Source: an optimization exercise on an open RTL-to-GDS flow (aim: small area and a short achievable clock period). Production flows keep margins and buffers that such runs may drop. The RTL was checked by simulation tests, not by an equivalence proof against the original design. Power figures rest on the tool's default switching activity, not on a simulated workload.

$ cat flow/design.v
package accel_pkg;
    localparam int cfg_w = 10;
    localparam int pe_count = 4;
    localparam int window_cols = pe_count + 2;
    localparam int ifmap_buf_depth = 192;
    localparam int filter_buf_depth = 128;
    localparam int ifmap_buf_aw = $clog2(ifmap_buf_depth);
    localparam int filter_buf_aw = $clog2(filter_buf_depth);
    localparam int result_count = 16;
    localparam int result_sel_w = $clog2(result_count);
    localparam int max_ci = ifmap_buf_depth / window_cols;
endpackage
`timescale 1ns/10ps
module accel_controller #(
    parameter int SRAM_ADDR_W = 17
) (
    input  logic                                  clk,
    input  logic                                  rst,
    input  logic                                  start,
    input  logic [accel_pkg::cfg_w-1:0]           confi,
    output logic [SRAM_ADDR_W-1:0]                ifmap_sram_addr,
    output logic [SRAM_ADDR_W-1:0]                filter_sram_addr,
    output logic                                  ifmap_sram_ren,
    output logic                                  filter_sram_ren,
    output logic [accel_pkg::ifmap_buf_aw-1:0]    ifmap_buffer_waddr,
    output logic                                  ifmap_buffer_wen,
    output logic [accel_pkg::filter_buf_aw-1:0]   filter_buffer_waddr,
    output logic                                  filter_buffer_wen,
    output logic [accel_pkg::pe_count-1:0][accel_pkg::ifmap_buf_aw-1:0]  ifmap_raddr,
    output logic [accel_pkg::pe_count-1:0]                               ifmap_ren,
    output logic [accel_pkg::pe_count-1:0][accel_pkg::filter_buf_aw-1:0] filter_raddr,
    output logic [accel_pkg::pe_count-1:0]                               filter_ren,
    output logic [accel_pkg::result_sel_w-1:0]    result_sel,
    output logic                                  post_unit_wen
);
    logic [3:0] cs;          
    logic       r_i, r_f;    
    logic       w_i, w_f;    
    logic [3:0] pen;         
    logic       q;           
    logic [7:0]  pc;         
    logic        nc0;        
    logic [9:0]  h_r;
    logic [9:0]  w_r;        
    logic [5:0]  ci_r;
    logic [6:0]  e_r;        
    logic [7:0]  cc;         
    logic [9:0]  rr;         
    logic [7:0]  gg;         
    logic [16:0] hw5;        
    logic [16:0] tb;         
    logic [16:0] a_r;        
    logic [2:0]  ik;
    logic [4:0]  ich;
    logic [14:0] g_r;        
    logic [14:0] f_r;        
    logic [5:0]  y0h, y1h, y2h, y3h;
    logic [3:0]  x1h, x2h, x3h;
    logic busy, accept, ts, ds, qend, col_last, row_last, gchg;
    logic [4:0] cim1;
    logic iend, fend, sel_d;
    logic pc_clr;
    assign busy = r_i | w_i | (|pen) | q;
    assign accept = start && (cs == 4'd0) && !busy;
    assign cim1 = 5'(ci_r - 6'd1);
    assign qend = q && (pc[3:0] == 4'd15);
    assign ts = (cs == 4'd4) || (qend && (gg != 8'd0));
    assign ds = pen[3] && !pen[2];
    assign col_last = (cc == w_r[9:2]);
    assign row_last = (rr == h_r);
    assign gchg = ds && col_last && row_last;
    assign iend = (ik == 3'd5) && (ich == cim1);
    assign sel_d = w_f && (pc[1:0] == 2'd2);
    assign fend = sel_d && (pc[6:2] == cim1);
    assign pc_clr = (r_i ^ w_i) || ds;
    always_ff @(posedge clk or posedge rst)
    begin
        if (rst)
        begin
            cs <= 4'd0;
            r_i <= 1'b0;
            r_f <= 1'b0;
            w_i <= 1'b0;
            w_f <= 1'b0;
            pen <= 4'd0;
            q <= 1'b0;
        end
        else
        begin
            if (cs == 4'd0)
                cs <= {3'd0, accept};
            else if (cs == 4'd8)
                cs <= 4'd0;
            else
                cs <= cs + 4'd1;
            if (ts)
                r_i <= 1'b1;
            else if (r_i && iend)
                r_i <= 1'b0;
            if (ts)
                r_f <= 1'b1;
            else if (r_f && fend)
                r_f <= 1'b0;
            w_i <= r_i;
            w_f <= r_f;
            if (w_i && !r_i)
                pen[0] <= 1'b1;
            else if (pc[4:0] == cim1)
                pen[0] <= 1'b0;
            pen[3:1] <= pen[2:0];
            if (ds)
                q <= 1'b1;
            else if (pc[3:0] == 4'd15)
                q <= 1'b0;
        end
    end
    logic        b2, b1, b0, bone, btwo;
    logic [16:0] bmag, badd;
    logic [17:0] bsum;
    assign b2 = w_r[9];
    assign b1 = w_r[8];
    assign b0 = w_r[7] && (cs != 4'd7);
    assign bone = b1 ^ b0;
    assign btwo = (b2 && !b1 && !b0) || (!b2 && b1 && b0);
    assign bmag = bone ? {7'd0, h_r} : (btwo ? {6'd0, h_r, 1'b0} : 17'd0);
    assign badd = b2 ? ~bmag : bmag;
    assign bsum = {hw5[14:0], 2'b00, 1'b1} + {badd, b2};
    always_ff @(posedge clk)
    begin
        if (cs == 4'd1)
            h_r <= confi;
        if (cs == 4'd2)
            w_r <= confi;
        else if (cs >= 4'd3 && cs <= 4'd7)
            w_r <= {w_r[7:0], w_r[9:8]};
        if (cs == 4'd3)
            ci_r <= confi[5:0];
        if (cs == 4'd4)
            e_r <= 7'(7'd1 - 7'(3 * ci_r));
        if (cs == 4'd2)
            hw5 <= confi[9] ? {7'd0, h_r} : 17'd0;
        else if (cs >= 4'd3 && cs <= 4'd7)
            hw5 <= bsum[17:1];
        else if (cs == 4'd8)
            hw5 <= hw5 - 17'd5;
    end
    always_ff @(posedge clk)
    begin
        if (cs == 4'd3)
            cc <= w_r[1] ? 8'd1 : 8'd2;
        else if (ds)
            cc <= col_last ? (w_r[1] ? 8'd1 : 8'd2) : cc + 8'd1;
        if (cs == 4'd1)
            rr <= 10'd1;
        else if (ds && col_last)
            rr <= row_last ? 10'd1 : rr + 10'd1;
        if (cs == 4'd4)
            gg <= confi[9:2];
        else if (gchg)
            gg <= gg - 8'd1;
        if (cs == 4'd1)
            tb <= 17'd0;
        else if (ds)
        begin
            if (!col_last)
                tb <= tb + 17'd4;
            else if (!row_last)
                tb <= tb + 17'(4'd6 + {~w_r[1], w_r[0]});
            else
                tb <= 17'd0;
        end
    end
    always_ff @(posedge clk)
    begin
        if (ts)
        begin
            a_r <= tb;
            ik <= 3'd0;
            ich <= 5'd0;
        end
        else if (r_i)
        begin
            if (ik == 3'd5)
            begin
                a_r <= a_r + hw5;
                ik <= 3'd0;
                ich <= ich + 5'd1;
            end
            else
            begin
                a_r <= a_r + 17'd1;
                ik <= ik + 3'd1;
            end
        end
    end
    logic [14:0] fadd, fsum;
    assign fadd = sel_d ? {8'hff, e_r} : (r_f ? {9'd0, ci_r} : 15'd1);
    assign fsum = f_r + fadd;
    always_ff @(posedge clk)
    begin
        if (ts)
            f_r <= g_r;
        else if (r_f && !fend)
            f_r <= fsum;
        if (cs == 4'd1)
            g_r <= 15'd0;
        else if (gchg)
            g_r <= fsum;
    end
    always_ff @(posedge clk)
    begin
        pc <= pc_clr ? 8'd0 : pc + 8'd1;
        nc0 <= pc_clr ? 1'b1 : pc[0];
        y0h <= pc_clr ? 6'd0 : 6'(({y0h, pc[0]} + 7'd3) >> 1);
        y1h <= y0h;
        y2h <= y1h + {5'd0, nc0};
        y3h <= y2h;
        x1h <= pc[4:1];
        x2h <= x1h;
        x3h <= x2h;
    end
    assign ifmap_sram_ren = r_i;
    assign filter_sram_ren = r_f;
    assign ifmap_buffer_wen = w_i;
    assign filter_buffer_wen = w_f;
    assign ifmap_sram_addr = a_r;
    assign filter_sram_addr = {2'b00, f_r};
    assign ifmap_buffer_waddr = pc;
    assign filter_buffer_waddr = pc[6:0];
    assign result_sel = pc[3:0];
    assign post_unit_wen = q;
    assign ifmap_ren = pen;
    assign filter_ren = pen;
    assign filter_raddr[0] = {pc[4:0], 2'd0};
    assign filter_raddr[1] = {x1h, nc0, 2'd1};
    assign filter_raddr[2] = {x2h, pc[0], 2'd2};
    assign filter_raddr[3] = {x3h, nc0, 2'd3};
    assign ifmap_raddr[0] = {y0h, pc[0], 1'b0};
    assign ifmap_raddr[1] = {y1h, nc0, 1'b1};
    assign ifmap_raddr[2] = {y2h, nc0, 1'b0};
    assign ifmap_raddr[3] = {y3h, pc[0], 1'b1};
endmodule
$ cat flow/run.sh
#!/bin/bash
# synth_recipe.tcl (not shown) runs the flow's synth.tcl, then flattens the netlist and writes it again
# the make line also repeats each setting of config.mk as NAME=value (left out here)
make -C /OpenROAD-flow-scripts/flow DESIGN_CONFIG=/design/flow/config.mk WORK_HOME=/design/flow/orfs CLKGATE_MAP_FILE= SYNTH_SCRIPT=/design/flow/synth_recipe.tcl finish
$ cat flow/config.mk
export PLATFORM = sky130hd
export DESIGN_NAME = accel_controller
export DESIGN_NICKNAME = accel_controller
export VERILOG_FILES = /design/flow/design.v
export SDC_FILE = /design/flow/constraint.sdc
export NUM_CORES = 4
export LEC_CHECK = 0
export CAP_MARGIN = 20
export CORE_MARGIN = 2
export CORE_UTILIZATION = 40
export SLEW_MARGIN = 20
$ cat flow/constraint.sdc
create_clock -name core_clock -period 7.5 [get_ports {clk}]
set_input_delay 1.5000 -clock core_clock [delete_from_list [all_inputs] [get_ports {clk}]]
set_output_delay 1.5000 -clock core_clock [all_outputs]
set_load 0.01 [all_outputs]
==> parameters.txt <==
Parameter                              Value

Setup path
  Peak per-stage delay on the critical path    0.57 ns
  Buffers and inverters on the worst path    0
  Crit Path Category    flop to flop
  Critical path, cell by cell    ha_1 > and3b_1 > nor2_2 > xnor2_1 > and2_1 > a221oi_1 > ha_1 > a21oi_1 > a21oi_1 > a21oi_1 > nor2b_1 > a2bb2oi_1 > or4_1 > a32o_1
  Kind of capture point of the worst setup path    flop
  Critical Path AT    4.80 ns
  Critical Path RT    7.77 ns
  Critical path's top delay family    simple AND/OR/NAND/NOR gates
  Slowest library cell on the worst path    nor2_2
  Crit Path Max Fanout    20
  Critical Path Most Common Cell    a21oi_1
  CP Launch Type    flop

Drt
  Number of vias in the routed layout    9,893
  ANT nets after route    0
  Iteration-0 DRC Markers    792
  Number of optimization iterations in the first detailed-route pass    5
  Post-detailed-route DRC marker count    0
  Vias per cell    5.39
  Routed length per placed instance    16.9 um
  Total length of routed wires    31,000 um

Global routing
  Pin count of the biggest net entering global routing    59
  Antenna violations before repair    0
  Total Routing Usage GR    0.181
  Remaining global-route overflow    0
  First-pass GRT wire length    48,700 um
  Met1 demand-to-capacity share in global routing    0.267
  M2 GR Usage    0.289
  Number of global-route vias before repair    9,023
  Global-route layer with the greatest usage    met2
  Met3 Track Usage GR    0.0241

Cells and area
  Final-layout fill cell count    2,895
  Area added between synthesis and finish    16.4%
  Post-layout nets    1,516
  Fraction of final layout cells with drive strength greater than 1    0.0479
  Post-Layout Cell Count    1,836
  Antenna fix cells    0
  Area of the multi-input gates    6640 um^2
  Area used by sequential logic in the layout    5170 um^2

Clocking
  Latest clock arrival within the worst-skew pair    0.52 ns
  Clock tree root driver cell    clkbuf_16
  Post-CTS resize count    0
  Htree depth    1
  Number of buffers created by CTS    25
  CTS Hold Buffers Added    0
  Buffers inserted by post-CTS timing repair    0
  Maximum buffer depth of the clock tree    3
  Clock sink total    206
  Clock transition time at the flip-flop clock pins of the worst setup and hold paths    0.06 ns
  CTS tree    done

Floorplan
  Die area    32,600 um^2
  Number of placement rows    64
  Effective utilization at floorplan    0.406
  Die width    181 um
  Core region area    30,700 um^2
  Chip height    181 um
  # IOs    139

Run
  Max_cap viols    0

Logic synthesis
  Number of distinct library cells after synthesis    76
  Xor/xnor cell area share of the yosys netlist    0.0977
  Mapped cell area    12,500 um^2
  Post-synthesis adder-cell area fraction    0.0847
  Post-Synthesis Mean Instance Area    9.24 um^2
  Share of synthesized area occupied by flip-flops and latches    0.415
  Flip-flop and latch count after synthesis    206
  Synth Instances    1,348
  Count of flip-flops with a built-in enable after synthesis    98
  Main combinational cell family by area after synthesis    simple AND/OR/NAND/NOR gates
  Post-synth ARST share    0.0631
  Prevailing post-synth register cell    edfxtp_1
  Simple-gate portion of the synthesized area    0.185
  Compound-Gate Fraction of Synth Area    0.138
  Count of yosys warnings during synthesis    1
  Proportion of synthesized area in mux cells    0.0219

Timing
  Crit path time final    4.52 ns
  Final Skew    0.0116 ns
  Final Slew Violations    0
  Least-Margin Pin Slew    0.970 ns
  Setup TNS after final layout    0 ns
  Final-report setup violation count    0
  Period utilisation layout    0.603
  Remaining max-slew budget at the tightest pin    0.352
  RSZ-0062 raised after global routing    false
  Achievable frequency    221 MHz
  Worst hold slack across all endpoints    0.346 ns
  Final Hold Vio Count    0

Power and ir drop
  Reported leakage power    0.00574 uW
  Total power    7250 uW
  Power per cell area    499 nW/um^2
  VDD IR max    0.248 mV

Placement
  Placer's final routability congestion estimate    0.892
  Placed Cells incl. Taps    1,790
  IO buf count    124
  Detailed-placement wirelength estimate    22,900 um

Worst hold path
  Worst min-delay path category    flop to flop

Status
  Status  timing/DRC/antenna clean
==> power breakdown <==
part	switching (uW)	internal, uW
registers	434	1770
clock network	474	646
logic	2190	1720
total	3100	4140
==> registers in the layout, summed over array words and instances, names as in the netlist, 5 cells and up <==
signal  flops
rr         10
ci_r        6
w_r        10
e_r         7
pc          8
h_r        10
y3h         6
y0h         6
y2h         6
y1h         6
g_r        15
hw5        17
cc          8
tb         17
ich         5
f_r        15
a_r        17
gg          8
==> logic make-up after synthesis <==
logic type / after synthesis
muxes: 26
adders and majority gates: 82
and+or+nand+nor: 474
xor gates and xnor gates: 139
DFF: 206
AOI/OAI and AO/OA: 278
buffers and inverters: 141
other: 2
==> worst register-to-register path, cell delays in order (launching register included) <==
cell and delay (ns):
dfrtp_1 0.42, ha_1 0.28, and3b_1 0.28, nor2_2 0.57, xnor2_1 0.17, and2_1 0.27
a221oi_1 0.34, ha_1 0.35, a21oi_1 0.32, a21oi_1 0.14, a21oi_1 0.25, nor2b_1 0.07
a2bb2oi_1 0.14, or4_1 0.40, a32o_1 0.26
==> path summary, 6_finish.rpt <==
kind / slack, ns / from / end / cells past startpoint
hold reg to reg: 0.35 / y2h[1]$_DFF_P_ / y3h[1]$_DFF_P_ / 0
hold / removal: 0.35 / y2h[1]$_DFF_P_ / y3h[1]$_DFF_P_ / 0
setup / recovery: 2.98 / cs[0]$_DFF_PP0_ / hw5[9]$_DFFE_PP_ / 14
min in group asynchronous: 1.37 / rst / w_f$_DFF_PP0_ / 2
setup reg to reg: 2.98 / cs[0]$_DFF_PP0_ / hw5[9]$_DFFE_PP_ / 14
max in group asynchronous: 5.70 / rst / pen[1]$_DFF_PP0_ / 2
==> Yosys cell counts (12+ instances only) <==
| cell type | n | area [um^2] |
|---|---|---|
| a21o_1 | 23 | 173 |
| a21oi_1 | 79 | 395 |
| and2_1 | 19 | 119 |
| and3_1 | 15 | 93.8 |
| buf_4 | 42 | 315 |
| clkbuf_1 | 39 | 146 |
| dfrtp_1 | 13 | 325 |
| dfxtp_1 | 95 | 1900 |
| edfxtp_1 | 98 | 2940 |
| ha_1 | 78 | 976 |
| inv_1 | 45 | 169 |
| mux2i_1 | 16 | 160 |
| nand2_1 | 148 | 556 |
| nand2b_1 | 12 | 75.1 |
| nand3_1 | 43 | 215 |
| nand4_1 | 12 | 75.1 |
| nor2_1 | 129 | 484 |
| nor3_1 | 28 | 140 |
| o21ai_0 | 58 | 290 |
| o21ai_1 | 17 | 85.1 |
| o22ai_1 | 16 | 100 |
| xnor2_1 | 67 | 587 |
| xor2_1 | 72 | 631 |
==> area by class of cell <==
class                      count  area share
timing repair buffer         129      0.0881
sequential                   206       0.356
inverter                      46      0.0119
clock buffer                  34      0.0476
multi-input combinational   1013       0.457
clock inverter                12     0.00457
tap                          396      0.0341
==> layout by cell type, fill, tap and decap left out, types with 45 or more instances in the layout <==
cell	count
a21oi_1	79
nand2_1	148
clkdlybuf4s50_1	124
inv_1	45
dfxtp_1	95
ha_1	78
o21ai_0	58
edfxtp_1	98
xnor2_1	67
nor2_1	128
xor2_1	72
==> stage by stage <==
| stage | util | setup WS, ns | cell area [um^2] |
|---|---|---|---|
| 6_report | 0.473 | 2.98 | 14500 |
| 4_1_cts | 0.473 | 2.66 | 14500 |
| 3_5_place_dp | 0.448 | 2.68 | 13800 |
| 5_1_grt | 0.473 | 2.61 | 14500 |
| 2_1_floorplan | - | 3.40 | 12500 |
| 3_3_place_gp | 0.448 | 2.81 | 13800 |
==> per-layer routing <==
layer  vias to the layer above  routed length (um)
li1                       4873                   -
met1                      4725               15000
met2                       269               13900
met3                        26                1670
met4                         0                 409
met5                         -                   0

-- afterwards: timing with drivers on the ports --
In the flow no input, the clock included, has a driving cell. The finished layout below was timed again as built, in two steps.
Step 1, drivers: a clkbuf_16 drives clk and a buf_2 each remaining input, both assumed.
Step 2 times the ports against the registers' clock, not the clock port: input delays grow and output delays shrink by t, the midpoint of the rising clock arrivals with the driver on.
Slacks: no drivers / after step 1 / after step 2; pairs: no drivers / after step 1.
t, ns: 0.566
setup WS [ns]: 2.977 / 2.977 / 2.977
worst setup path after step 2: register to register
worst register clock-pin slew, ns: 0.06 / 0.06
pins driven straight from the clock port: 1
After both steps setup and hold are still met in this run. For this run, drivers alone change the setup slack by 0.000 ns; drivers and shift together by 0.000 ns.
